Background: an optimization exercise with open tools, aiming at small area, a short achievable clock period and few clock cycles per item. Do not read the settings as production practice.
RTL that was checked went through simulation tests only; none was proved equivalent to the original.
No activity file was given, so power comes from the tool's default toggle rates.

## main
// trickle_interval_timer_unit
module trickle_interval_timer_unit #(
    parameter int unsigned TICKS_PER_SECOND = trk_tmr_pkg::TICKS_PER_SECOND_DEF,
    parameter int unsigned MAX_EXP          = trk_tmr_pkg::MAX_EXP_DEF
) (
    input  wire                                  i_clk,
    input  wire                                  i_rst_n,
    input  wire                                  i_in_valid,
    output logic                                 o_in_ready,
    input  wire [18:0]                           i_in,
    output logic                                 o_out_valid,
    input  wire                                  i_out_ready,
    output logic [15:0]                          o_out,
    input  wire                                  i_cfg_valid,
    output logic                                 o_cfg_ready,
    input  wire [trk_tmr_pkg::CFG_IDX_W-1:0]     i_cfg_index,
    input  wire [trk_tmr_pkg::CFG_DAT_W-1:0]     i_cfg_data
);
Settings: LEC_CHECK=0, CAP_MARGIN=20, CORE_MARGIN=2, CORE_UTILIZATION=40, CTS_BUF_LIST=sky130_fd_sc_hd__clkbuf_8, PLACE_DENSITY=0.6, SLEW_MARGIN=20; clock period 22.0 ns.
standard.sh (not shown) runs the stock make flow with config.mk's settings and CLKGATE_MAP_FILE= SYNTH_SCRIPT=/design/flow/synth_recipe.tcl, a recipe that flattens the netlist after the stock synthesis.
==> flow/flow/run.sh <==
#!/bin/bash
# The standard layout (standard.sh: its synthesis, floorplan, placement,
# CTS and routing, with the design's SDC), with two knobs changed:
#  * timing repair keeps a setup margin, so the achieved period is pushed
#    below the design's clock period;
#  * the port buffers are plain buffers instead of the resizer's pick.
# All of make's output goes to make_finish.log in the work folder.
set -euo pipefail
MARGIN=$(awk -v p="$FLOW_PERIOD_NS" 'BEGIN { printf "%.2f", p - 5.6 }')
bash standard.sh "SETUP_SLACK_MARGIN=$MARGIN" \
    "BUFFER_PORTS_ARGS=-buffer_cell sky130_fd_sc_hd__buf_1" finish > make_finish.log 2>&1
Testbench counts of main, summed over its fixed seeds: cycles 32,136, ops 32,000.
Changes in the feature branch relative to main:
--- a/flow/design.v
+++ b/flow/design.v
@@ -164,15 +164,14 @@
     localparam logic [TICK_W-1:0] POSTPONE_T = TICK_W'(TICKS_PER_SECOND);
     localparam logic [(1 << EXP_W)*TICK_W-1:0] TICK_TBL =
         trk_tmr_pkg::ticks_table(TICKS_PER_SECOND);
     localparam logic [TICK_W-1:0] T_TOP      = TICK_TBL[24*TICK_W +: TICK_W];
     logic [EXP_W-1:0] r_min_exp;
     logic [EXP_W-1:0] r_doublings;
     logic [CNT_W-1:0] r_redundancy;
-    logic [EXP_W-1:0] r_ceil;
     logic [EXP_W-1:0]  r_exp;
     logic [CNT_W-1:0]  r_heard;
     logic [2:0]        r_event;
     logic              r_fire_pending;
     logic              r_running;
     logic              r_addr_ok;
     logic [TICK_W-1:0] r_ticks;
@@ -198,15 +197,15 @@
     logic        rdy;
     assign op  = r_m[18:17];
     assign rnd = r_m[16:1];
     assign rdy = r_m[0];
     logic [EXP_W-1:0] eff_min, exp_up;
     always_comb begin
         eff_min = trk_tmr_pkg::lt5(MAX_EXP_V, r_min_exp) ? MAX_EXP_V : r_min_exp;
-        exp_up  = trk_tmr_pkg::lt5(r_exp, r_ceil) ? trk_tmr_pkg::inc5(r_exp) : r_exp;
+        exp_up  = trk_tmr_pkg::lt5(r_exp, exp_ceil) ? trk_tmr_pkg::inc5(r_exp) : r_exp;
     end
     logic [TICK_W-1:0] h_big;
     logic              t_lsb;
     logic [46:0] c_exp;
     always_comb begin
         c_exp = {25'd0, T_TOP} << r_exp;
         h_big = c_exp[46:25];
@@ -327,20 +326,19 @@
                 trk_tmr_pkg::CFG_DOUBLINGS:  r_doublings  <= i_cfg_data[EXP_W-1:0];
                 trk_tmr_pkg::CFG_REDUNDANCY: r_redundancy <= i_cfg_data[CNT_W-1:0];
                 default: begin
                 end
             endcase
         end
     end
-    logic [EXP_W:0] ceil_sum;
+    logic [EXP_W:0]   ceil_sum;
+    logic [EXP_W-1:0] exp_ceil;
     assign ceil_sum = trk_tmr_pkg::add5(r_min_exp, r_doublings);
-    always_ff @(posedge i_clk) begin
-        r_ceil <= trk_tmr_pkg::lt5(MAX_EXP_V, ceil_sum[EXP_W-1:0]) || ceil_sum[EXP_W] ?
-                  MAX_EXP_V : ceil_sum[EXP_W-1:0];
-    end
+    assign exp_ceil = trk_tmr_pkg::lt5(MAX_EXP_V, ceil_sum[EXP_W-1:0]) || ceil_sum[EXP_W] ?
+                      MAX_EXP_V : ceil_sum[EXP_W-1:0];
     always_ff @(posedge i_clk) begin
         if (!i_rst_n) begin
             r_exp          <= '0;
             r_heard        <= '0;
             r_fire_pending <= 1'b0;
             r_running      <= 1'b0;
             r_addr_ok      <= 1'b0;
Findings:
- Worst setup slack after placement was lower in the run labelled the feature branch.
- Taking main as the reference point, the core footprint of the feature branch falls by about 2.3%.
- Going from main to the feature branch, detailed route wirelength on metal2 went up, overall power of the completed layout went down, post-synthesis net count went up, global-route usage went up, total standard cell area after synthesis went down.
- Compared with main, in the feature branch number of core rows fell about 1.7%, internal cell power fell 7.5%.
- The feature branch: register cell area after layout about 2.7% below main
- The feature branch and main ended up with roughly the same clock-pin slew of the registers on the worst-case setup and hold paths.
For the feature branch, only the layout was checked, not whether the RTL still works.

---

Setup of the reference run:
Another version of the RTL of trickle_interval_timer_unit (not shown whole).
Size in the first run: roughly 130 flip-flops, roughly 53 I/O pins.
Settings: LEC_CHECK=0, CAP_MARGIN=20, CORE_MARGIN=2, CORE_UTILIZATION=40, CTS_BUF_LIST=sky130_fd_sc_hd__clkbuf_8, PLACE_DENSITY=0.6, SLEW_MARGIN=20; clock period 22.0 ns.
Scripts as last shown in full above: flow/flow/run.sh
Setup changes, the reference run to the trial run
-- flow/design.v --
<<< the reference run, line 213
        t_lsb = c_exp[24];
    end
    logic       exp_long, b_all1;
    logic [6:0] fire_f, tail_f;
    assign exp_long = r_exp[4] || (r_exp[3] && (r_exp[2] || r_exp[1]));
    assign b_all1   = &r_b[15:0];
    always_comb begin
        case (r_exp)
            5'd4:    fire_f = b_all1 ? 7'd2  : 7'd1;
            5'd5:    fire_f = b_all1 ? 7'd4  : {5'd0, 1'b1, r_b[15]};
            5'd6:    fire_f = b_all1 ? 7'd8  : {4'd0, 1'b1, r_b[15:14]};
            5'd7:    fire_f = b_all1 ? 7'd16 : {3'd0, 1'b1, r_b[15:13]};
            5'd8:    fire_f = b_all1 ? 7'd32 : {2'd0, 1'b1, r_b[15:12]};
            5'd9:    fire_f = b_all1 ? 7'd64 : {1'd0, 1'b1, r_b[15:11]};
            default: fire_f = 7'd0;
        endcase
        tail_f = trk_tmr_pkg::sub7(c_exp[30:24], fire_f);
    end
    logic fold_c;
    assign fold_c = (&r_b[15:6]) && !trk_tmr_pkg::lt6(r_b[21:16], ~r_b[5:0]);
>>> the trial run, line 213
        t_lsb = c_exp[24];
    end
    logic fold_c;
    assign fold_c = (&r_b[15:6]) && !trk_tmr_pkg::lt6(r_b[21:16], ~r_b[5:0]);
<<< the reference run, line 283
                                      trk_tmr_pkg::EV_TRANSMIT : trk_tmr_pkg::EV_SUPPRESS;
                            n_fire_pending = 1'b0;
                            n_ticks = exp_long ? r_b : {15'd0, tail_f};
                        end else begin
                            begin_exp = exp_up;
>>> the trial run, line 267
                                      trk_tmr_pkg::EV_TRANSMIT : trk_tmr_pkg::EV_SUPPRESS;
                            n_fire_pending = 1'b0;
                            n_ticks = r_b;
                        end else begin
                            begin_exp = exp_up;
<<< the reference run, line 314
    end
    logic       r_all1;
    logic [6:0] fire_s;
    assign r_all1 = &rnd;
    always_comb begin
        case (begin_exp)
            5'd4:    fire_s = r_all1 ? 7'd2  : 7'd1;
>>> the trial run, line 298
    end
    logic       r_all1;
    logic [6:0] fire_s, tail_s, t_small;
    logic [46:0] c_begin;
    assign r_all1 = &rnd;
    always_comb begin
        c_begin = {25'd0, T_TOP} << begin_exp;
        t_small = c_begin[30:24];
        case (begin_exp)
            5'd4:    fire_s = r_all1 ? 7'd2  : 7'd1;
<<< the reference run, line 326
            default: fire_s = 7'd0;
        endcase
    end
    logic begin_slow;
>>> the trial run, line 313
            default: fire_s = 7'd0;
        endcase
        tail_s = trk_tmr_pkg::sub7(t_small, fire_s);
    end
    logic begin_slow;
<<< the reference run, line 373
    always_ff @(posedge i_clk) begin
        if (r_busy) begin
            if (!r_step[4]) begin
                r_ticks <= {1'b0, add_s[TICK_W-1:1]};
>>> the trial run, line 361
    always_ff @(posedge i_clk) begin
        if (r_busy) begin
            r_step <= trk_tmr_pkg::inc5(r_step);
            if (!r_step[4]) begin
                r_ticks <= {1'b0, add_s[TICK_W-1:1]};
<<< the reference run, line 385
        end else if (proc) begin
            r_event <= n_event;
            if (do_begin) begin
                r_b     <= {6'd0, rnd};
                r_ticks <= begin_slow ? '0 : {15'd0, fire_s};
            end else begin
                r_ticks <= n_ticks;
>>> the trial run, line 374
        end else if (proc) begin
            r_event <= n_event;
            r_step  <= '0;
            if (do_begin) begin
                if (begin_slow) begin
                    r_ticks <= '0;
                    r_b     <= {6'd0, rnd};
                end else begin
                    r_ticks <= {15'd0, fire_s};
                    r_b     <= {15'd0, tail_s};
                end
            end else begin
                r_ticks <= n_ticks;
<<< the reference run, line 393
        end
    end
    always_ff @(posedge i_clk) begin
        r_step <= r_busy ? trk_tmr_pkg::inc5(r_step) : 5'd0;
    end
    logic s_valid_n, busy_n;
    assign s_valid_n = !m_load && (r_s_valid || in_xfer);
    assign busy_n    = r_busy ? (r_step != 5'd19) : (proc && do_begin && begin_slow);
    always_ff @(posedge i_clk) begin
        if (!i_rst_n) begin
>>> the trial run, line 388
        end
    end
    always_ff @(posedge i_clk) begin
        if (!i_rst_n) begin
<<< the reference run, line 412
            end
            if (m_load) begin
                r_m_valid <= r_s_valid || in_xfer;
                r_s_valid <= 1'b0;
            end else if (in_xfer) begin
                r_s_valid <= 1'b1;
            end
            r_in_ready <= !s_valid_n && !busy_n;
        end
    end
>>> the trial run, line 401
            end
            if (m_load) begin
                r_m_valid  <= r_s_valid || in_xfer;
                r_s_valid  <= 1'b0;
                r_in_ready <= 1'b1;
            end else if (in_xfer) begin
                r_s_valid  <= 1'b1;
                r_in_ready <= 1'b0;
            end
        end
    end
--- outcome ---
Relative to the reference run, the trial run improves maximum frequency.
Higher total of plain and repair buffers excluding clock buffers among the reference run and the trial run: the reference run
Row longest individual stage delay on the worst path: the trial run higher / the reference run lower
Relative to the reference run, the share of the cycle needed by the critical path after routing of the trial run is lower by 0.16 points.
The trial run vs the reference run — wire length rose about 5%.
Lower global-route wire length before repair was reported by the reference run, not the trial run.
| clock latency at the later pin of the worst-skew pair | the trial run vs the reference run | ≈ equal |
Comparing the reference run and the trial run, the higher sequential share of layout area was measured on the reference run.
Against the reference run, the trial run comes in about 3% higher on area of the core.
The trial run — arrival time at the worst endpoint 0.03 ns lower, the reference run as reference
Against the reference run, leakage power in the trial run came out worse.
Between the reference run and the trial run, the flow reports number of non-filler instances in the completed layout increasing by a few percent.
The reference run → the trial run: register-to-register slack went up 0.24 ns, count of vias placed by the detailed router increased by 455 relative to the old numbers.
Testbench counts of the trial run, summed over its fixed seeds: cycles 32,136, ops 32,000.
For the reference run, only the layout was checked, not whether the RTL still works.

[what the ideal ports hide]
The results above use ideal ports. As a check the final layouts listed here were re-extracted and re-timed, cells and wires unchanged. Step 1 (the two cells are an assumption about what drives the block):
set clk [get_ports {i_clk}]
set_driving_cell -lib_cell sky130_fd_sc_hd__clkbuf_16 $clk
set_driving_cell -lib_cell sky130_fd_sc_hd__buf_2 [delete_from_list [all_inputs] $clk]
Step 2 also shifts input and output timing later by t, the mid clock arrival at the registers, as if the neighbouring blocks saw the same clock. a / b / c = no drivers / after step 1 / after step 2; a / b = the first two.
run | shift t [ns] | setup slack, ns | worst hold slack (ns) | slew at the worst register clock pin (ns) | cell pins on the clock port's net
main | 0.483 | 16.432 / 16.388 / 16.012 | 0.472 / 0.472 / 0.472 | 0.09 / 0.09 | 1
the feature branch | 0.495 | 15.206 / 15.206 / 15.206 | 0.481 / 0.481 / 0.481 | 0.09 / 0.09 | 1
the reference run | 0.499 | 16.330 / 16.285 / 16.065 | 0.468 / 0.468 / 0.468 | 0.10 / 0.10 | 1
the trial run | 0.504 | 16.365 / 16.323 / 15.964 | 0.491 / 0.491 / 0.491 | 0.10 / 0.10 | 1
After both steps every run listed still meets setup and hold. For main, which loses most, drivers alone change the setup slack by -0.044 ns; drivers and shift together by -0.420 ns.
